From an optimization exercise on the open Yosys and OpenROAD flow, aimed at small area and a short achievable clock period; shortcuts taken in it are not production practice.
Only simulation tests tie the RTL to the original design; equivalence was not proved.
Power and IR drop assume default switching activity.

==> flow/design.v <==
`timescale 1ns/1ps
`default_nettype none
module lead_zero_count
(
    input  wire  [105:0] fract,
    output logic [6:0]   count
);
    localparam int RAW_W = 106;   
    always_comb
    begin
        count = 7'(RAW_W);   
        for (int i = 0; i < RAW_W; i++)
        begin
            if (fract[i])
                count = 7'(RAW_W - 1 - i);
        end
    end
endmodule
`default_nettype wire
`timescale 1ns/1ps
`default_nettype none
module normalizer
(
    input  wire  [105:0] fract_in,
    input  wire  [10:0]  exp_in,
    output logic [105:0] fract_out,    
    output logic [10:0]  exp_out,
    output logic         denorm_out,
    output logic         exp_ovf_out   
);
    localparam logic [10:0] EXP_MAX = 11'h7FE;   
    logic [6:0]  lz;
    logic [10:0] lz_exp;     
    logic [10:0] shift_l;    
    logic        limited;    
    lead_zero_count u_lzc
    (
        .fract (fract_in),
        .count (lz)
    );
    assign lz_exp  = {4'b0, lz};
    assign limited = lz_exp > exp_in;
    assign shift_l = limited ? exp_in - 1'b1 : lz_exp - 1'b1;
    always_comb
    begin
        denorm_out = 1'b0;
        if (lz == 7'd0)
        begin
            fract_out = fract_in >> 1;
            exp_out   = exp_in + 1'b1;
        end
        else if (lz == 7'd1)
        begin
            fract_out = fract_in;
            exp_out   = exp_in;
        end
        else if (limited)
        begin
            fract_out  = fract_in << shift_l;
            exp_out    = 11'd1;
            denorm_out = 1'b1;
        end
        else
        begin
            fract_out = fract_in << shift_l;
            exp_out   = exp_in - shift_l;
        end
    end
    assign exp_ovf_out = (lz == 7'd0) && (exp_in >= EXP_MAX);
endmodule
`default_nettype wire
`timescale 1ns/1ps
`default_nettype none
module rounder
(
    input  wire          clk,
    input  wire          reset,
    input  wire          sign,
    input  wire  [1:0]   r_mode,
    input  wire  [105:0] in_fract,
    input  wire  [10:0]  in_exp,
    input  wire          in_denorm,
    input  wire          in_exp_ovf,
    output logic [52:0]  fract_out,
    output logic [10:0]  exp_out,
    output logic         dn_out,
    output logic         ine_out,
    output logic         overflow_out,
    output logic         infinite_out
);
    localparam logic [10:0] EXP_INF = 11'h7FF;
    localparam logic [10:0] EXP_MAX = 11'h7FE;   
    localparam logic [1:0] ROUND_NEAREST = 2'd0;   
    localparam logic [1:0] ROUND_ZERO    = 2'd1;
    localparam logic [1:0] ROUND_UP      = 2'd2;   
    localparam logic [1:0] ROUND_DOWN    = 2'd3;   
    logic [52:0] fract_trunc;
    logic [52:0] fract_inc;
    logic        carry;        
    logic        guard;
    logic        sticky;
    logic        inexact;
    logic        round_inc;
    logic [52:0] fract_rnd;
    logic [10:0] exp_rnd;
    logic        overflow;
    logic        to_inf;
    logic [52:0] fract_next;
    logic [10:0] exp_next;
    assign fract_trunc = in_fract[104:52];
    assign guard       = in_fract[51];
    assign sticky      = |in_fract[50:0];
    assign inexact     = guard | sticky;
    always_comb
    begin
        case (r_mode)
            ROUND_NEAREST: round_inc = guard & (sticky | fract_trunc[0]);
            ROUND_ZERO:    round_inc = 1'b0;
            ROUND_UP:      round_inc = inexact & ~sign;
            default:       round_inc = inexact & sign;    
        endcase
    end
    assign {carry, fract_inc} = {1'b0, fract_trunc} + 1'b1;
    always_comb
    begin
        fract_rnd = fract_trunc;
        exp_rnd   = in_exp;
        if (round_inc)
        begin
            fract_rnd = carry ? {carry, fract_inc[52:1]} : fract_inc;
            exp_rnd   = in_exp + {10'b0, carry};
        end
    end
    assign overflow = in_exp_ovf | (round_inc & carry & (in_exp >= EXP_MAX));
    assign to_inf = overflow &
                    ((r_mode == ROUND_NEAREST) |
                     ((r_mode == ROUND_UP) & ~sign) |
                     ((r_mode == ROUND_DOWN) & sign));
    always_comb
    begin
        if (to_inf)
        begin
            fract_next = '0;
            exp_next   = EXP_INF;
        end
        else if (overflow)
        begin
            fract_next = '1;        
            exp_next   = EXP_MAX;
        end
        else
        begin
            fract_next = fract_rnd;
            exp_next   = exp_rnd;
        end
    end
    always_ff @(posedge clk)
    begin
        if (reset)
        begin
            fract_out    <= '0;
            exp_out      <= '0;
            dn_out       <= 1'b0;
            ine_out      <= 1'b0;
            overflow_out <= 1'b0;
            infinite_out <= 1'b0;
        end
        else
        begin
            fract_out    <= fract_next;
            exp_out      <= exp_next;
            dn_out       <= in_denorm;
            ine_out      <= inexact | overflow;
            overflow_out <= overflow;
            infinite_out <= to_inf;
        end
    end
endmodule
`default_nettype wire
`timescale 1ns/1ps
`default_nettype none
module norm_rnd
(
    input  wire          clk,
    input  wire          reset,
    input  wire  [105:0] fract_in,
    input  wire  [10:0]  exp_in,
    input  wire          sign,
    input  wire  [1:0]   r_mode,
    output logic [52:0]  fract_out,
    output logic [10:0]  exp_out,
    output logic         dn_out,
    output logic         ine_out,
    output logic         overflow_out,
    output logic         infinite_out
);
    logic [105:0] nb_fract;
    logic [10:0]  nb_exp;
    logic         nb_denorm;
    logic         nb_exp_ovf;
    normalizer u_normalizer
    (
        .fract_in    (fract_in),
        .exp_in      (exp_in),
        .fract_out   (nb_fract),
        .exp_out     (nb_exp),
        .denorm_out  (nb_denorm),
        .exp_ovf_out (nb_exp_ovf)
    );
    rounder u_rounder
    (
        .clk          (clk),
        .reset        (reset),
        .sign         (sign),
        .r_mode       (r_mode),
        .in_fract     (nb_fract),
        .in_exp       (nb_exp),
        .in_denorm    (nb_denorm),
        .in_exp_ovf   (nb_exp_ovf),
        .fract_out    (fract_out),
        .exp_out      (exp_out),
        .dn_out       (dn_out),
        .ine_out      (ine_out),
        .overflow_out (overflow_out),
        .infinite_out (infinite_out)
    );
endmodule
`default_nettype wire
==> flow/run.sh <==
#!/bin/bash
# synth_recipe.tcl (not shown) runs the flow's synth.tcl, then flattens the netlist and writes it again
# the make line also repeats each setting of config.mk as NAME=value (left out here)
make -C /OpenROAD-flow-scripts/flow DESIGN_CONFIG=/design/flow/config.mk WORK_HOME=/design/flow/orfs CLKGATE_MAP_FILE= SYNTH_SCRIPT=/design/flow/synth_recipe.tcl finish
==> flow/config.mk <==
export PLATFORM = sky130hd
export DESIGN_NAME = norm_rnd
export DESIGN_NICKNAME = norm_rnd
export VERILOG_FILES = /design/flow/design.v
export SDC_FILE = /design/flow/constraint.sdc
export NUM_CORES = 4
export LEC_CHECK = 0
export CAP_MARGIN = 20
export CORE_MARGIN = 2
export CORE_UTILIZATION = 30
export SLEW_MARGIN = 20
==> flow/constraint.sdc <==
create_clock -name core_clock -period 14.0 [get_ports {clk}]
set_input_delay 2.8000 -clock core_clock [delete_from_list [all_inputs] [get_ports {clk}]]
set_output_delay 2.8000 -clock core_clock [all_outputs]
set_load 0.01 [all_outputs]
==> summary.md <==
| Metric | Value |
|---|---|
| Post-synthesis instance total | 2790 |
| Slew Limit Fails | 0 |
| I/O Buffers | 189 |
| Drt drc | 0 |
| Number of enable flip-flop cells after synthesis | 0 |
| Clk sink count | 68 |
| Worst Max-Slew Pin Slew | 1.30 ns |
| 1st-pass router iterations | 7 |
| Main flop type after synthesis | dfxtp_1 |
| Cell mode on critical path | mux2i_1 |
| Leakage power | 8.04 nW |
| Post-synth cell types | 116 |
| CTS tree | done |
| Slowest CP cell | mux2i_4 |
| RSZ-0062 raised after global routing | false |
| Die ar. | 63600 um^2 |
| CP Class | input port to flip-flop |
| Post-synthesis compound-gate area fraction | 0.391 |
| Simple-gate share of the synthesized area | 0.298 |
| Max Cap Viol | 0 |
| # rows | 90 |
| Worst Hold Class | input port to flip-flop |
| Dpl hpwl | 105000 um |
| Syn-to-layout area delta | 20.6% |
| Data arrival time of the worst path | 13.23 ns |
| Design Area, Final | 22300 um^2 |
| Post-synthesis cell area | 18500 um^2 |
| Most frequent cells in the layout | 254 x nor2_1, 239 x nand2_1, 210 x buf_4 |
| Vias per cell | 7.17 |
| Final min period | 13.02 ns |
| Routed wire per std cell | 36.3 um |
| Avg Inst Size Synth | 6.62 um^2 |
| Initial antenna violation count | 6 |
| I/O pin total | 190 |
| Hold path start | reset |
| Die height | 252 um |
| Syn nets | 2939 |
| Vias in the first global route | 24.8k |
| Final setup viols | 0 |
| Worst EP required | 14.21 ns |
| Clock Path Buffers | 2 |
| Hold path cells | 2 |
| Routed Antenna Nets | 0 |
| Max IR drop VDD | 65.4 uV |
| Placed cell count | 3709 |
| CTS H-tree depth | 3 |
| Final hold violation count | 0 |
| Cell Count, Final, Fillers Out | 3728 |
| Post-cts resize count | 0 |
| Largest net degree at the start of global routing | 95 |
| TritonCTS buffer count | 9 |
| Critical path peak fanout | 19 |
| Max_slew headroom | 0.109 |
| Starting density of the core | 0.305 |
| CP Capture Type | flip-flop |
| Status | finished clean |
| Max frequency | 76.8 MHz |
| TNS Setup | 0 ns |
| Hold buffers post-CTS | 0 |
| Synth Area in Adders | 0.0187 |
| Root buffer selected by CTS | clkbuf_16 |
| Share of layout cells above drive strength 1 | 0.139 |
| CP Launch Type | input port |
| Crit share post-route | 0.930 |
| Post-synthesis mux area share | 0.116 |
| Largest family of logic cells by synthesized area | compound AO/OA/AOI/OAI gates |
| Commonest non-fill, non-tap cell in the layout | nor2_1 |
| Core region area | 60600 um^2 |
| DR iter-0 viols | 4517 |
| Post-CTS setup buffers | 0 |
| Yosys warnings | 3 |
| PD cells | 98.5 nW/um^2 |
| Placed inst area | 22000 um^2 |
| Grt ovf | 0 |
| Via count | 26.7k |
| Reg clk slew, reported paths | 0.06 ns |
| Routability cong. | 1.12 |
| Final net count | 3088 |
| Asr flop ratio synth | 0 |
| Seq cells post-synth | 68 |
| XOR/XNOR Fraction of Synth Area | 0.0190 |
| First-pass GRT wire length | 189000 um |
| Register area share after synthesis | 0.0737 |
| Post-Route WL | 135000 um |
| Total track usage | 0.408 |
| Die W | 252 um |
| Hold endpoint | u_rounder.overflow_out |
| Max incr delay on CP | 0.94 ns |
-- sequential cells by signal, summed over array words and instances, names as in the netlist --
| register | flops |
|---|---|
| u_rounder.ine_out | 1 |
| u_rounder.fract_out | 53 |
| u_rounder.dn_out | 1 |
| u_rounder.exp_out | 11 |
| u_rounder.overflow_out | 1 |
| u_rounder.infinite_out | 1 |
-- metal layers --
| layer | share of wire | global-route usage | vias to the layer above |
|---|---|---|---|
| li1 | - | - | 11115 |
| met1 | 0.38 | 0.513 | 12827 |
| met2 | 0.41 | 0.594 | 2230 |
| met3 | 0.13 | 0.134 | 555 |
| met4 | 0.080 | 0.264 | 4 |
| met5 | 0.00038 | 0.00154 | - |
-- kinds of logic after synthesis --
family,Yosys count
AO/OA/AOI/OAI,1038
XOR/XNOR,40
adder cells (fa/ha/maj),27
buffers and inverters,335
flip-flops,68
multiplexers,206
AND/OR/NAND/NOR,1076
-- worst max-delay path by stage --
stage                   from                 endpoint  slack, ns  cells after the start
2_1_floorplan   fract_in[75]   u_rounder.fract_out[0]       3.32                     37
4_1_cts        fract_in[105]  u_rounder.fract_out[18]       1.51                     25
5_1_grt        fract_in[105]  u_rounder.fract_out[18]       0.69                     25
3_5_place_dp   fract_in[105]  u_rounder.fract_out[18]       1.18                     25
3_3_place_gp    fract_in[88]     u_rounder.exp_out[9]       1.13                     25
6_report       fract_in[105]  u_rounder.fract_out[18]       0.98                     25
-- through the flow --
stage / power [W] / hold slack, ns / util / worst slack, ns
finish: 0.00220 / 3.43 / 0.368 / 0.984
global route: 0.00224 / 3.46 / 0.368 / 0.690
CTS: 0.00209 / 3.43 / 0.367 / 1.51
detailed placement: 0.00187 / 3.54 / 0.363 / 1.18
global placement: 0.00189 / 3.54 / 0.363 / 1.13
floorplan: 0.00114 / 2.87 / - / 3.32
-- critical path, delay by kind of cell --
family          cells  cell delay [ns]
compound gates     10             3.68
fa+ha+maj           1             0.34
buf+inv             3             1.31
mux                 4             2.26
simple gates        7             2.78
-- layout make-up --
cell class,count,area [um^2]
Multi-Input combinational cell,2387,15700
Tap cell,782,978
Clock buffer,10,239
Fill cell,6587,38300
Inverter,59,224
Sequential cell,68,1360
Clock inverter,6,47.5
Antenna cell,2,5.00
Timing Repair Buffer,414,3770
-- Yosys cell counts (39+ instances only) --
cell / count / area, um^2
a211oi_1: 48 / 360
a21oi_1: 200 / 1000
a221oi_1: 39 / 342
a22oi_1: 42 / 315
a31oi_1: 75 / 469
buf_2: 81 / 405
clkbuf_1: 137 / 514
dfxtp_1: 68 / 1360
inv_1: 53 / 199
mux2_2: 64 / 721
mux2i_1: 141 / 1410
nand2_1: 240 / 901
nand3_1: 117 / 586
nand4_1: 40 / 250
nor2_1: 257 / 965
nor3_1: 114 / 571
nor4_1: 56 / 350
o211ai_1: 41 / 308
o21ai_0: 175 / 876
o22ai_1: 53 / 332
-- power by group --
| group | switching (W) | internal (W) |
|---|---|---|
| combinational | 0.00119 | 0.000555 |
| sequential | 0.00000850 | 0.000221 |
| clock | 0.0000919 | 0.000126 |
| total | 0.00129 | 0.000902 |

-- separate check: timing with driven ports --
How much do the figures lean on ideal ports? The routed layout below was timed once more, with nothing changed but the port constraints. Step 1 assumes that a clkbuf_16 drives the clock port and a buf_2 every other input. Step 2, shift: input delay + t, output delay - t, t = (earliest + latest rising clock arrival at the registers) / 2. This alone moves slack from input paths to output paths. Three values: ideal ports, drivers, drivers and shift; two values: the first two.
shift t [ns]: 0.369
setup slack, ns: 0.984 / 0.997 / 0.628
worst slew at a driven data input, ns: 0.06
After both steps this run still meets setup and hold. For this run, drivers alone change the setup slack by +0.013 ns; drivers and shift together by -0.356 ns.
